What follows belongs to an exercise in optimizing a design on an open flow for small area, a short achievable clock period and few clock cycles; a production flow would make more cautious choices.
Where RTL was checked, it was by simulation tests only, not by an equivalence proof against the original.
Power and IR drop assume default switching activity.

==> module frame_loader, before the edit <==
module frame_loader #(
    parameter int H_RES   = 640,
    parameter int V_RES   = 480,
    parameter int BPP     = 1,
    parameter int RAM_LAT = 1,
    parameter int ADDR_W  = 9,
    parameter int COORD_W = 11
) (
    input  logic           CLOCK_50,
    input  logic           reset_n,
    input  logic           start,
    input  logic           abort,
    input  logic           mirror,
    output logic           busy,
    output logic           done,
    output logic [ADDR_W-1:0]    read_addr,
    input  logic [H_RES*BPP-1:0] q,
    output logic [COORD_W-1:0]   pix_x,
    output logic [COORD_W-1:0]   pix_y,
    output logic [BPP-1:0]       pix_color,
    output logic                 pix_valid,
    input  logic                 pix_ready
);
    localparam int CW = 10;
    localparam int NC = 32;           
    localparam int NG = H_RES / NC;   
    localparam logic [CW-1:0]     X_LAST = H_RES - 1;
    localparam logic [ADDR_W-1:0] Y_LAST = V_RES - 1;
    localparam logic [CW-1:0]     PRE_FWD = '1;
    localparam logic [CW-1:0]     PRE_REV = H_RES;
    logic              busy_q, done_q, valid_q, wait_q, mirror_q;
    logic [CW-1:0]     x_q;
    logic [ADDR_W-1:0] y_q;
    logic              color_q;
    logic          row_end, load;
    logic [CW-1:0] sel;
    assign row_end = x_q == (mirror_q ? '0 : X_LAST);
    assign load    = busy_q && !abort && (valid_q ? (pix_ready && !row_end) : !wait_q);
    assign sel     = mirror_q ? x_q - 1'b1 : x_q + 1'b1;
    logic [4:0]    xc, xg;
    logic          cy;
    logic [NC-1:0] csel;
    logic [NG-1:0] gsel, grp;
    logic          pix_d;
    assign xc = x_q[4:0];
    assign xg = x_q[9:5];
    assign cy = mirror_q ? xc == 5'd0 : xc == 5'd31;
    always_comb begin
        for (int k = 0; k < NC; k++)
            csel[k] = mirror_q ? xc == 5'(k + 1) : xc == 5'(k - 1);
        for (int j = 0; j < NG; j++)
            gsel[j] = cy ? (mirror_q ? xg == 5'(j + 1) : xg == 5'(j - 1)) : xg == 5'(j);
        for (int j = 0; j < NG; j++)
            grp[j] = |(q[NC*j +: NC] & csel);
    end
    assign pix_d = |(grp & gsel);
    always_ff @(posedge CLOCK_50 or negedge reset_n) begin
        if (!reset_n) begin
            busy_q  <= 1'b0;
            done_q  <= 1'b0;
            valid_q <= 1'b0;
            wait_q  <= 1'b0;
            y_q     <= '0;
        end else begin
            done_q <= 1'b0;
            if (!busy_q) begin
                if (start && !abort && !done_q) busy_q <= 1'b1;
                wait_q <= 1'b0;
            end else if (abort) begin
                busy_q  <= 1'b0;
                valid_q <= 1'b0;
                y_q     <= '0;
            end else if (valid_q) begin
                if (pix_ready && row_end) begin
                    valid_q <= 1'b0;
                    if (y_q == Y_LAST) begin
                        busy_q <= 1'b0;
                        done_q <= 1'b1;
                        y_q    <= '0;
                    end else begin
                        wait_q <= 1'b1;
                        y_q    <= y_q + 1'b1;
                    end
                end
            end else if (wait_q) begin
                wait_q <= 1'b0;
            end else begin
                valid_q <= 1'b1;
            end
        end
    end
    always_ff @(posedge CLOCK_50) begin
        if (!busy_q) begin
            mirror_q <= mirror;
            x_q      <= mirror ? PRE_REV : PRE_FWD;
        end else if (valid_q && pix_ready && !abort && row_end) begin
            x_q      <= mirror_q ? PRE_REV : PRE_FWD;
        end else if (load) begin
            x_q     <= sel;
            color_q <= pix_d;
        end
    end
    assign busy      = busy_q;
    assign done      = done_q;
    assign read_addr = y_q;
    assign pix_x     = {{(COORD_W-CW){1'b0}}, x_q};
    assign pix_y     = {{(COORD_W-ADDR_W){1'b0}}, y_q};
    assign pix_color = color_q;
    assign pix_valid = valid_q;
endmodule
export LEC_CHECK = 0
export CAP_MARGIN = 20
export CORE_AREA = 5 5 235 235
export DIE_AREA = 0 0 240 240
export SETUP_SLACK_MARGIN = 2.5
export SLEW_MARGIN = 20
export BUFFER_PORTS_ARGS = -buffer_cell sky130_fd_sc_hd__buf_1
create_clock -name core_clock -period 5.0 [get_ports {CLOCK_50}]
standard.sh (not shown) runs the stock make flow with config.mk's settings and CLKGATE_MAP_FILE= SYNTH_SCRIPT=/design/flow/synth_recipe.tcl, a recipe that flattens the netlist after the stock synthesis.
==> flow/flow/run.sh <==
#!/bin/bash
# The standard layout (standard.sh), with every port buffered by the smallest
# buffer, sky130_fd_sc_hd__buf_1, instead of the one buffer_ports picks, and
# any extra ORFS settings from flow/extra.mk.
set -euo pipefail
echo 'export BUFFER_PORTS_ARGS = -buffer_cell sky130_fd_sc_hd__buf_1' >> config.mk
if [[ -f flow/extra.mk ]]; then cat flow/extra.mk >> config.mk; fi
bash standard.sh > standard.log 2>&1
The baseline ran to the end with no violations.
Then changed:
--- a/flow/design.v
+++ b/flow/design.v
@@ -24,36 +24,25 @@
     localparam int CW = 10;
     localparam int NC = 32;           
     localparam int NG = H_RES / NC;   
     localparam logic [CW-1:0]     X_LAST = H_RES - 1;
     localparam logic [ADDR_W-1:0] Y_LAST = V_RES - 1;
-    localparam logic [CW-1:0]     PRE_FWD = '1;
-    localparam logic [CW-1:0]     PRE_REV = H_RES;
     logic              busy_q, done_q, valid_q, wait_q, mirror_q;
     logic [CW-1:0]     x_q;
     logic [ADDR_W-1:0] y_q;
     logic              color_q;
     logic          row_end, load;
-    logic [CW-1:0] sel;
+    logic [CW-1:0] s_q;    
     assign row_end = x_q == (mirror_q ? '0 : X_LAST);
     assign load    = busy_q && !abort && (valid_q ? (pix_ready && !row_end) : !wait_q);
-    assign sel     = mirror_q ? x_q - 1'b1 : x_q + 1'b1;
-    logic [4:0]    xc, xg;
-    logic          cy;
     logic [NC-1:0] csel;
     logic [NG-1:0] gsel, grp;
     logic          pix_d;
-    assign xc = x_q[4:0];
-    assign xg = x_q[9:5];
-    assign cy = mirror_q ? xc == 5'd0 : xc == 5'd31;
     always_comb begin
-        for (int k = 0; k < NC; k++)
-            csel[k] = mirror_q ? xc == 5'(k + 1) : xc == 5'(k - 1);
-        for (int j = 0; j < NG; j++)
-            gsel[j] = cy ? (mirror_q ? xg == 5'(j + 1) : xg == 5'(j - 1)) : xg == 5'(j);
-        for (int j = 0; j < NG; j++)
-            grp[j] = |(q[NC*j +: NC] & csel);
+        for (int k = 0; k < NC; k++) csel[k] = s_q[4:0] == 5'(k);
+        for (int j = 0; j < NG; j++) gsel[j] = s_q[9:5] == 5'(j);
+        for (int j = 0; j < NG; j++) grp[j] = |(q[NC*j +: NC] & csel);
     end
     assign pix_d = |(grp & gsel);
     always_ff @(posedge CLOCK_50 or negedge reset_n) begin
         if (!reset_n) begin
             busy_q  <= 1'b0;
@@ -90,15 +79,16 @@
         end
     end
     always_ff @(posedge CLOCK_50) begin
         if (!busy_q) begin
             mirror_q <= mirror;
-            x_q      <= mirror ? PRE_REV : PRE_FWD;
+            s_q      <= mirror ? X_LAST : '0;
         end else if (valid_q && pix_ready && !abort && row_end) begin
-            x_q      <= mirror_q ? PRE_REV : PRE_FWD;
+            s_q      <= mirror_q ? X_LAST : '0;
         end else if (load) begin
-            x_q     <= sel;
+            x_q     <= s_q;
+            s_q     <= mirror_q ? s_q - 1'b1 : s_q + 1'b1;
             color_q <= pix_d;
         end
     end
     assign busy      = busy_q;
     assign done      = done_q;
Effect:
- The changed run finished with timing, DRC and antenna clean
- total power increases by 5.6%
- cell count went up by 1.2%
- area after synthesis rose by 5.2%
- global-route usage is higher by 1.1 points
- design area goes up by 2.5%
- wire length is higher by 3.0%
- via count rose by 4.5%
- critical path depth drops by 1
- worst setup slack gets better by 550 ps
- clock power went up by 60%
- sequential power is higher by 35%
No functional check of the RTL was part of any run of this note.

The RTL this note starts from:
==> flow/design.v <==
module frame_loader #(
    parameter int H_RES   = 640,
    parameter int V_RES   = 480,
    parameter int BPP     = 1,
    parameter int RAM_LAT = 1,
    parameter int ADDR_W  = 9,
    parameter int COORD_W = 11
) (
    input  logic           CLOCK_50,
    input  logic           reset_n,
    input  logic           start,
    input  logic           abort,
    input  logic           mirror,
    output logic           busy,
    output logic           done,
    output logic [ADDR_W-1:0]    read_addr,
    input  logic [H_RES*BPP-1:0] q,
    output logic [COORD_W-1:0]   pix_x,
    output logic [COORD_W-1:0]   pix_y,
    output logic [BPP-1:0]       pix_color,
    output logic                 pix_valid,
    input  logic                 pix_ready
);
    localparam int CW = 10;
    localparam int NC = 32;           
    localparam int NG = H_RES / NC;   
    localparam logic [CW-1:0]     X_LAST = H_RES - 1;
    localparam logic [ADDR_W-1:0] Y_LAST = V_RES - 1;
    localparam logic [CW-1:0]     PRE_FWD = '1;
    localparam logic [CW-1:0]     PRE_REV = H_RES;
    logic              busy_q, done_q, valid_q, wait_q, prime_q;
    logic [ADDR_W-1:0] y_q;
    logic              mirror_q, last_q, color_q;
    logic [CW-1:0]     x_q;
    logic [NG-1:0]     grp_q;     
    logic [3:0]        lo_q;      
    logic [7:0]        hi_q;      
    logic [4:0]        g_q;       
    logic hs, row_start, step, fill, mir;
    logic pix_d;
    assign hs        = valid_q && pix_ready;
    assign row_start = !busy_q || hs && last_q;    
    assign step      = prime_q || hs && !last_q;   
    assign fill      = step;                       
    assign mir       = busy_q ? mirror_q : mirror;
    logic [CW-1:0] x_next, x_next2, x_step;
    logic [CW-1:0] x_t, x_c1, x_c2;
    assign x_t = x_q ^ {CW{mirror_q}};
    always_comb begin
        x_c1[0] = 1'b1;
        x_c2[0] = 1'b0;
        x_c2[1] = 1'b1;
        for (int i = 1; i < CW; i++) x_c1[i] = x_c1[i-1] && x_t[i-1];
        for (int i = 2; i < CW; i++) x_c2[i] = x_c2[i-1] && x_t[i-1];
    end
    assign x_next  = x_q ^ x_c1;
    assign x_next2 = x_q ^ x_c2;
    logic [CW-1:0] x_d;
    logic          color_d;
    logic [CW-1:0] x_pre;
    assign x_pre = mir ? PRE_REV : PRE_FWD;
    assign x_step = row_start ? x_pre : x_next;
    for (genvar i = 0; i < CW; i++) begin : g_xmux
        fl_mux u_load (.s(row_start || step), .a(x_step[i]), .b(x_q[i]), .y(x_d[i]));
    end
    logic color_n;
    assign color_n = prime_q ? (mirror_q ? q[H_RES-1] : q[0]) : pix_d;
    fl_mux u_cmux (.s(step), .a(color_n), .b(color_q), .y(color_d));
    logic [NC-1:0] csel;
    logic [NG-1:0] grp_d;
    always_comb
        for (int k = 0; k < NC; k++) csel[k] = lo_q[k % 4] && hi_q[k / 4];
    for (genvar j = 0; j < NG; j++) begin : g_grp
        logic [3:0] oct;
        for (genvar i = 0; i < 4; i++) begin : g_oct
            fl_oct u (.d(q[NC*j + 8*i +: 8]), .sel(csel[8*i +: 8]), .y(oct[i]));
        end
        logic [1:0] pair_n;
        fl_nor2 u_p0 (.a(oct[0]), .b(oct[1]), .y(pair_n[0]));
        fl_nor2 u_p1 (.a(oct[2]), .b(oct[3]), .y(pair_n[1]));
        fl_nand2 u_g (.a(pair_n[0]), .b(pair_n[1]), .y(grp_d[j]));
    end
    logic [NG-1:0] gsel;
    always_comb
        for (int j = 0; j < NG; j++) gsel[j] = g_q == 5'(j);
    assign pix_d = |(grp_q & gsel);
    always_ff @(posedge CLOCK_50 or negedge reset_n) begin
        if (!reset_n) begin
            busy_q  <= 1'b0;
            done_q  <= 1'b0;
            valid_q <= 1'b0;
            wait_q  <= 1'b0;
            prime_q <= 1'b0;
            y_q     <= '0;
        end else begin
            done_q <= 1'b0;
            if (!busy_q) begin
                if (start && !abort && !done_q) busy_q <= 1'b1;
                prime_q <= 1'b1;
            end else if (abort) begin
                busy_q  <= 1'b0;
                valid_q <= 1'b0;
                wait_q  <= 1'b0;
                prime_q <= 1'b0;
                y_q     <= '0;
            end else if (valid_q) begin
                if (pix_ready && last_q) begin
                    valid_q <= 1'b0;
                    if (y_q == Y_LAST) begin
                        busy_q <= 1'b0;
                        done_q <= 1'b1;
                        y_q    <= '0;
                    end else begin
                        wait_q <= 1'b1;
                        y_q    <= y_q + 1'b1;
                    end
                end
            end else if (wait_q) begin
                wait_q  <= 1'b0;
                prime_q <= 1'b1;
            end else if (prime_q) begin
                prime_q <= 1'b0;
                valid_q <= 1'b1;
            end
        end
    end
    always_ff @(posedge CLOCK_50) begin
        if (!busy_q) mirror_q <= mirror;
        if (row_start) begin
            last_q <= 1'b0;
            g_q    <= mir ? 5'(NG - 1) : 5'd0;
        end else if (step) begin
            last_q  <= x_q == (mirror_q ? 10'd1 : X_LAST - 1'b1);
            g_q     <= x_next2[9:5];
        end
        x_q     <= x_d;
        color_q <= color_d;
        if (row_start) begin
            lo_q <= mir ? 4'b0100 : 4'b0010;
            hi_q <= mir ? 8'h80 : 8'h01;
        end else if (fill) begin
            lo_q <= mirror_q ? {lo_q[0], lo_q[3:1]} : {lo_q[2:0], lo_q[3]};
            if (mirror_q ? lo_q[0] : lo_q[3])
                hi_q <= mirror_q ? {hi_q[0], hi_q[7:1]} : {hi_q[6:0], hi_q[7]};
        end
        if (fill) grp_q <= grp_d;
    end
    assign busy      = busy_q;
    assign done      = done_q;
    assign read_addr = y_q;
    assign pix_x     = {{(COORD_W-CW){1'b0}}, x_q};
    assign pix_y     = {{(COORD_W-ADDR_W){1'b0}}, y_q};
    assign pix_color = color_q;
    assign pix_valid = valid_q;
endmodule
module fl_nor2 (input logic a, b, output logic y);
    assign y = !(a || b);
endmodule
module fl_nand2 (input logic a, b, output logic y);
    assign y = !(a && b);
endmodule
module fl_oct (
    input  logic [7:0] d,
    input  logic [7:0] sel,
    output logic       y
);
    assign y = |(d & sel);
endmodule
module fl_mux (
    input  logic s,
    input  logic a,
    input  logic b,
    output logic y
);
    assign y = s ? a : b;
endmodule
export LEC_CHECK = 0
export CAP_MARGIN = 20
export CORE_AREA = 5 5 235 235
export CTS_BUF_LIST = sky130_fd_sc_hd__clkbuf_8
export DIE_AREA = 0 0 240 240
export PLACE_DENSITY = 0.8
export SETUP_SLACK_MARGIN = 3.0
export SLEW_MARGIN = 20
export SYNTH_HIERARCHICAL = 1
export SYNTH_MINIMUM_KEEP_SIZE = 0
export TNS_END_PERCENT = 25
export BUFFER_PORTS_ARGS = -buffer_cell sky130_fd_sc_hd__buf_1
export IO_CONSTRAINTS = /design/flow/flow/io.tcl
create_clock -name core_clock -period 5.0 [get_ports {CLOCK_50}]
==> flow/flow/run.sh <==
#!/bin/bash
# The standard layout (standard.sh) with two changes to how it is made:
# every port is buffered by the smallest buffer, sky130_fd_sc_hd__buf_1,
# instead of the one buffer_ports picks; and the q pins are placed in bit
# order (flow/io.tcl) so that each 32-bit group of the colour select sits
# together on one edge.
set -euo pipefail
echo 'export BUFFER_PORTS_ARGS = -buffer_cell sky130_fd_sc_hd__buf_1' >> config.mk
echo "export IO_CONSTRAINTS = $PWD/flow/io.tcl" >> config.mk
if [[ -f flow/extra.mk ]]; then cat flow/extra.mk >> config.mk; fi
bash standard.sh > standard.log 2>&1
==> flow/flow/io.tcl <==
# q pins in bit order, 160 to a side, so each 32-bit group of the colour
# select sits together on one edge
set sides {bottom right top left}
for {set s 0} {$s < 4} {incr s} {
  set names {}
  for {set i [expr {$s * 160}]} {$i < [expr {($s + 1) * 160}]} {incr i} {
    lappend names "q\[$i\]"
  }
  set_io_pin_constraint -region [lindex $sides $s]:* -pin_names $names -group -order
}
Then changed:
--- a/flow/design.v
+++ b/flow/design.v
@@ -59,9 +59,9 @@
     logic          color_d;
     logic [CW-1:0] x_pre;
     assign x_pre = mir ? PRE_REV : PRE_FWD;
-    assign x_step = row_start ? x_pre : x_next;
     for (genvar i = 0; i < CW; i++) begin : g_xmux
-        fl_mux u_load (.s(row_start || step), .a(x_step[i]), .b(x_q[i]), .y(x_d[i]));
+        fl_mux u_step (.s(step), .a(x_next[i]), .b(x_q[i]), .y(x_step[i]));
+        fl_mux u_row (.s(row_start), .a(x_pre[i]), .b(x_step[i]), .y(x_d[i]));
     end
     logic color_n;
     assign color_n = prime_q ? (mirror_q ? q[H_RES-1] : q[0]) : pix_d;
The new run passed the timing, design-rule and antenna checks.
Power shrinks slightly.
First-iteration DRC count shrinks by a few percent.
Setup slack is better by 0.030 ns.
Routed wire length shrinks by about a fifth.
Global-route usage grows by 0.45 points.
Hold slack barely changes.
Cell count shrinks slightly.
Clock power shrinks by about a fifth.
Register-to-register slack is better by 0.05 ns.
Clock-buffer cell count stays the same.
Synthesized area grows slightly.
Sequential power grows by roughly a tenth.
Via count barely changes.
Design area shrinks slightly.
Testbench counts after the change, summed over its fixed seeds: cycles 4,930,576.
No functional check of the RTL was part of the first run of this note.

[re-timing with driven ports]
No port has a modelled driver above. Below, the same layouts with a new extraction and two added sets of constraints.
Step 1 (the two cells are an assumption about what drives the block):
set clk [get_ports {CLOCK_50}]
set_driving_cell -lib_cell sky130_fd_sc_hd__clkbuf_16 $clk
set_driving_cell -lib_cell sky130_fd_sc_hd__buf_2 [delete_from_list [all_inputs] $clk]
Step 2 also shifts input and output timing later by t, the mid clock arrival at the registers, as if the neighbouring blocks saw the same clock.
a / b / c = no drivers / after step 1 / after step 2; a / b = the first two.
run | t (ns) | setup slack, ns | worst setup path at the end | slew at the worst register clock pin (ns) | pins driven straight from the clock port
the first run of note 1 | 0.297 | 1.324 / 1.324 / 1.324 | register to register | 0.07 / 0.07 | 1
the second run of note 1 | 0.337 | 1.872 / 1.872 / 1.774 | input to register | 0.06 / 0.06 | 1
the first run of note 2 | 0.368 | 2.882 / 2.868 / 2.500 | input to register | 0.08 / 0.08 | 1
the second run of note 2 | 0.394 | 2.912 / 2.859 / 2.586 | input to register | 0.08 / 0.08 | 1
After both steps setup and hold are still met in every run listed. The setup slack of the first run of note 2, which loses most, moves by -0.014 ns with the drivers and by -0.382 ns with both steps.
